What follows belongs to an exercise in optimizing a design on an open flow for small area and a short achievable clock period; a production flow would make more cautious choices.
At most, simulation tests tie the RTL to the original design; equivalence was not proved.
Power is estimated from default activity; no workload was simulated.

==> flow/design.v (excerpt) <==
module can_tx_mailbox
#(
    parameter  int NUM_MB    = 10,
    parameter  int ID_W      = 11,
    parameter  int MAX_RETRY = 16,
    localparam int MBW       = $clog2(NUM_MB)
) (
    input  logic              clk,
    input  logic              g_rst,
    input  logic              hdr_ld,
    input  logic [ID_W-1:0]   hdr_id,
    input  logic              hdr_rtr,
    input  logic [3:0]        hdr_dlc,
    input  logic              wr_en,
    input  logic [MBW-1:0]    wr_mb,
    input  logic [2:0]        wr_idx,
    input  logic [7:0]        data_in,
    input  logic [NUM_MB-1:0] tx_buff_ld,
    output logic [NUM_MB-1:0] mb_pending,
    output logic              tx_buff_busy,
    output logic              tx_done,
    output logic [MBW-1:0]    tx_done_mb,
    output logic              tx_err,
    output logic              frame_gen_intl,
    input  logic              fg_ack,
    output logic [ID_W-1:0]   tx_id,
    output logic              tx_rtr,
    output logic [3:0]        tx_dlc,
    output logic [63:0]       tx_data,
    output logic [MBW-1:0]    tx_mb,
    input  logic              tx_success,
    input  logic              tx_fail
);
clock: 25.0 ns
lec_check: 0
abc_area: 1
cap_margin: 50
core_margin: 2
core_utilization: 60
slew_margin: 80
standard.sh (not shown) runs the stock make flow with config.mk's settings and CLKGATE_MAP_FILE= SYNTH_SCRIPT=/design/flow/synth_recipe.tcl, a recipe that flattens the netlist after the stock synthesis.
==> flow/flow/run.sh <==
#!/bin/bash
# Layout flow: the standard ORFS flow run unchanged except for:
#  - synthesis maps the logic with flow/abc_area.script (ABC's &nf area-recovery mapper)
#    in place of ORFS's abc_area.script; everything else in synthesis is the standard one,
#    so the registers are exactly the standard synthesis's;
#  - port buffers use buf_2 instead of the resizer's default pick.
# Each tool's output goes to its own log file in the work folder.
set -euo pipefail
W=$PWD
rm -rf "$W/scripts_abc"
cp -r "$FLOW_HOME/scripts" "$W/scripts_abc"
cp flow/abc_area.script "$W/scripts_abc/abc_area.script"
bash standard.sh SCRIPTS_DIR="$W/scripts_abc" synth > synth.log 2>&1
bash standard.sh \
  BUFFER_PORTS_ARGS="-buffer_cell sky130_fd_sc_hd__buf_2" \
  finish > layout.log 2>&1
test -s out/final.def
==> flow/flow/abc_area.script <==
strash
&get -n
&st
&dch
&nf -a
&put
topo
stime -c
buffer -c
upsize -c
dnsize -c
The first run produced a clean layout.
Next try:
--- a/flow/flow/run.sh
+++ b/flow/flow/run.sh
@@ -3,2 +3,2 @@
-#  - synthesis maps the logic with flow/abc_area.script (ABC's &nf area-recovery mapper)
-#    in place of ORFS's abc_area.script; everything else in synthesis is the standard one,
+#  - synthesis maps the logic with flow/abc_area.script (ABC dc2 and dch choices, then the &nf mapper, twice)
+#    in place of ORFS's abc_area.script; the rest of synthesis is the standard one,
@@ -6 +6,4 @@
-#  - port buffers use buf_2 instead of the resizer's default pick.
+#  - port buffers use buf_2 instead of the resizer's default pick;
+#  - the resizer's setup repair (floorplan, CTS and global-route steps) aims for
+#    MARGIN ns of slack, so it also shortens paths that already meet 25 ns. The SDC,
+#    clock period and I/O delays stay the design's.
@@ -8,0 +12 @@
+MARGIN=18.8
@@ -15,0 +20 @@
+  SETUP_SLACK_MARGIN="$MARGIN" \
==> flow/flow/abc_area.script (replaced) <==
strash
dc2
dch -f
&get -n
&nf
&put
strash
dch -f
&get -n
&nf
&put
topo
stime -c
buffer -c
upsize -c
dnsize -c
--- a/flow/config.mk
+++ b/flow/config.mk
@@ -9 +9 @@
-export CAP_MARGIN = 50
+export CAP_MARGIN = 20
@@ -11,2 +11,5 @@
-export CORE_UTILIZATION = 60
-export SLEW_MARGIN = 80
+export CORE_UTILIZATION = 50
+export CTS_BUF_LIST = sky130_fd_sc_hd__clkbuf_16
+export CTS_CLUSTER_DIAMETER = 100
+export CTS_CLUSTER_SIZE = 24
+export SLEW_MARGIN = 20
After rerunning: The new run ran to the end with no violations. Cell count is lower by 11%. Synthesized cell count is lower by 8.8%. Clock-buffer cell count is lower by 82. Global-route usage is lower by 5.2 points. Via count is lower by 7.4%. Die area is higher by 17%.
Next try:
==> flow/flow/run.sh (replaced) <==
#!/bin/bash
# Layout flow: the standard ORFS flow (standard synthesis, floorplan, placement,
# CTS, routing) run unchanged except for two optimisation knobs:
#  - port buffers use buf_2 instead of the resizer's default pick,
#  - the resizer's setup repair aims for SETUP_MARGIN ns of slack at the design's
#    clock period, so the critical paths get sized and buffered.
# Each tool's output goes to its own log file in the work folder.
set -euo pipefail
MARGIN=18.5
bash standard.sh synth > synth.log 2>&1
bash standard.sh \
  SETUP_SLACK_MARGIN="$MARGIN" \
  BUFFER_PORTS_ARGS="-buffer_cell sky130_fd_sc_hd__buf_2" \
  finish > layout.log 2>&1
test -s out/final.def
--- a/flow/config.mk
+++ b/flow/config.mk
@@ -11,4 +11 @@
-export CORE_UTILIZATION = 50
-export CTS_BUF_LIST = sky130_fd_sc_hd__clkbuf_16
-export CTS_CLUSTER_DIAMETER = 100
-export CTS_CLUSTER_SIZE = 24
+export CORE_UTILIZATION = 60
removed: flow/flow/abc_area.script
=> The new run produced a clean layout. Wire length is about the same. Utilization came out higher by 9.6 points. Via count increases by 22%. Register-to-register slack is better by 0.20 ns.
Next try:
==> flow/flow/run.sh (replaced) <==
#!/bin/bash
# Layout flow: the standard ORFS flow run unchanged except for:
#  - synthesis maps the logic with flow/abc_area.script (ABC dc2 and dch choices, then the &nf mapper, twice)
#    in place of ORFS's abc_area.script; the rest of synthesis is the standard one,
#    so the registers are exactly the standard synthesis's;
#  - port buffers use buf_2 instead of the resizer's default pick;
#  - the resizer's setup repair (floorplan, CTS and global-route steps) aims for
#    MARGIN ns of slack, so it also shortens paths that already meet 25 ns. The SDC,
#    clock period and I/O delays stay the design's.
# Each tool's output goes to its own log file in the work folder.
set -euo pipefail
MARGIN=18.8
W=$PWD
rm -rf "$W/scripts_abc"
cp -r "$FLOW_HOME/scripts" "$W/scripts_abc"
cp flow/abc_area.script "$W/scripts_abc/abc_area.script"
bash standard.sh SCRIPTS_DIR="$W/scripts_abc" synth > synth.log 2>&1
bash standard.sh \
  BUFFER_PORTS_ARGS="-buffer_cell sky130_fd_sc_hd__buf_2" \
  SETUP_SLACK_MARGIN="$MARGIN" \
  finish > layout.log 2>&1
test -s out/final.def
==> flow/flow/abc_area.script (new file) <==
strash
dc2
dch -f
&get -n
&nf
&put
strash
dch -f
&get -n
&nf
&put
topo
stime -c
buffer -c
upsize -c
dnsize -c
--- a/flow/config.mk
+++ b/flow/config.mk
@@ -11,0 +12,3 @@
+export CTS_BUF_LIST = sky130_fd_sc_hd__clkbuf_16
+export CTS_CLUSTER_DIAMETER = 100
+export CTS_CLUSTER_SIZE = 24
@@ -12,0 +16 @@
+export TNS_END_PERCENT = 10
Effect: Sequential share of layout area grows by 5.7 points. Via count shrinks by about a fifth. Die area shrinks by roughly a tenth. Clock-buffer cell count shrinks by 81. Cell area shrinks by a little under a tenth.

---

Another version of the RTL of can_tx_mailbox (not shown whole).
Size: ~2500 cells after synthesis, ~950 flip-flops, ~37000 um2 of cells after synthesis.
// can_tx_mailbox
module can_tx_mailbox
#(
    parameter  int NUM_MB    = 10,
    parameter  int ID_W      = 11,
    parameter  int MAX_RETRY = 16,
    localparam int MBW       = $clog2(NUM_MB)
) (
    input  logic              clk,
    input  logic              g_rst,
    input  logic              hdr_ld,
    input  logic [ID_W-1:0]   hdr_id,
    input  logic              hdr_rtr,
    input  logic [3:0]        hdr_dlc,
    input  logic              wr_en,
    input  logic [MBW-1:0]    wr_mb,
    input  logic [2:0]        wr_idx,
    input  logic [7:0]        data_in,
    input  logic [NUM_MB-1:0] tx_buff_ld,
    output logic [NUM_MB-1:0] mb_pending,
    output logic              tx_buff_busy,
    output logic              tx_done,
    output logic [MBW-1:0]    tx_done_mb,
    output logic              tx_err,
    output logic              frame_gen_intl,
    input  logic              fg_ack,
    output logic [ID_W-1:0]   tx_id,
    output logic              tx_rtr,
    output logic [3:0]        tx_dlc,
    output logic [63:0]       tx_data,
    output logic [MBW-1:0]    tx_mb,
    input  logic              tx_success,
    input  logic              tx_fail
);
    if (NUM_MB < 2 || NUM_MB > 16 || ID_W < 1 || ID_W > can_tx_pkg::MAX_ID_W || MAX_RETRY < 1) begin : g_param_check
        $error("can_tx_mailbox: parameter out of range");
    end
    localparam int HW = ID_W + 1 + 4;           
    logic [NUM_MB-1:0]               pending_q;
    logic [NUM_MB-1:0][ID_W-1:0]     hdr_id_q;
    logic [NUM_MB-1:0]               hdr_rtr_q;
    logic [NUM_MB-1:0][3:0]          hdr_dlc_q;
    logic [NUM_MB-1:0][63:0]         data_q;
    logic [NUM_MB-1:0]               win;       
    logic [NUM_MB-1:0]               rd_sel;    
    logic [MBW-1:0]                  win_idx;
    logic [ID_W-1:0]                 tx_id_q;
    logic                            tx_rtr_q;
    logic [3:0]                      tx_dlc_q;
    logic [63:0]                     tx_data_q;
    logic [MBW-1:0]                  tx_mb_q;
    logic                            tx_done_q, busy_q;
  ...
Settings: LEC_CHECK=0, ABC_AREA=1, CAP_MARGIN=20, CORE_MARGIN=2, CORE_UTILIZATION=60, CTS_BUF_LIST=sky130_fd_sc_hd__clkbuf_16, CTS_CLUSTER_DIAMETER=100, CTS_CLUSTER_SIZE=28, SLEW_MARGIN=20; clock period 25.0 ns.
==> flow/flow/run.sh <==
#!/bin/bash
# Layout flow: the standard ORFS flow run unchanged except for:
#  - synthesis maps the logic with flow/abc_area.script (ABC dc2 and dch choices, then the &nf mapper, twice)
#    in place of ORFS's abc_area.script; the rest of synthesis is the standard one,
#    so the registers are exactly the standard synthesis's;
#  - port buffers use buf_2 instead of the resizer's default pick;
#  - the resizer's setup repair (floorplan, CTS and global-route steps) aims for
#    MARGIN ns of slack, so it also shortens paths that already meet 25 ns. The SDC,
#    clock period and I/O delays stay the design's.
# Each tool's output goes to its own log file in the work folder.
set -euo pipefail
MARGIN=19.1
W=$PWD
rm -rf "$W/scripts_abc"
cp -r "$FLOW_HOME/scripts" "$W/scripts_abc"
cp flow/abc_area.script "$W/scripts_abc/abc_area.script"
bash standard.sh SCRIPTS_DIR="$W/scripts_abc" synth > synth.log 2>&1
bash standard.sh \
  BUFFER_PORTS_ARGS="-buffer_cell sky130_fd_sc_hd__buf_2" \
  SETUP_SLACK_MARGIN="$MARGIN" \
  finish > layout.log 2>&1
test -s out/final.def
==> flow/flow/abc_area.script <==
strash
dc2
dch -f
&get -n
&nf
&put
strash
dch -f
&get -n
&nf
&put
topo
stime -c
buffer -c
upsize -c
dnsize -c
Change:
--- a/flow/flow/run.sh
+++ b/flow/flow/run.sh
@@ -10,5 +10,5 @@
 # Each tool's output goes to its own log file in the work folder.
 set -euo pipefail
-MARGIN=19.1
+MARGIN=18.8
 W=$PWD
 rm -rf "$W/scripts_abc"
=> Hold slack gets better by 0.014 ns. Worst setup slack gets worse by 0.059 ns. Area after synthesis does not change. Combinational power is lower by about a fifth. Final cell count is lower by a few percent.
Function was not checked in any run of this note: the RTL went through the layout flow alone.

==> port drivers added, routing unchanged <==
How much do the figures lean on ideal ports? The routed layouts below were timed once more, with nothing changed but the port constraints.
Step 1 sets driving cells, clkbuf_16 on the clock port and buf_2 on the other inputs (assumed; they add their load-dependent delay and slew).
Step 2 also shifts input and output timing later by t, the mid clock arrival at the registers, as if the neighbouring blocks saw the same clock.
Slacks: no drivers / after step 1 / after step 2; pairs: no drivers / after step 1.
run	t, ns	slack for setup (ns)	worst hold slack (ns)	latest minus earliest clock arrival (ns)	slew at the worst register clock pin (ns)
the first run of note 1	0.706	15.863 / 15.863 / 15.863	0.459 / 0.459 / 0.459	0.034 / 0.034	0.07 / 0.07
the second run of note 1	0.673	18.743 / 18.690 / 18.112	0.491 / 0.491 / 0.491	0.025 / 0.025	0.11 / 0.11
the third run of note 1	0.701	18.348 / 18.381 / 17.680	0.514 / 0.514 / 0.514	0.027 / 0.028	0.07 / 0.07
the fourth run of note 1	0.680	18.612 / 18.582 / 17.902	0.491 / 0.491 / 0.491	0.031 / 0.030	0.10 / 0.10
the first run of note 2	0.689	18.779 / 18.789 / 18.100	0.458 / 0.458 / 0.458	0.038 / 0.038	0.12 / 0.12
the second run of note 2	0.676	18.720 / 18.740 / 18.064	0.472 / 0.472 / 0.472	0.042 / 0.042	0.11 / 0.11
After both steps every run listed still meets setup and hold. For the fourth run of note 1, which loses most, drivers alone change the setup slack by -0.030 ns; drivers and shift together by -0.710 ns.
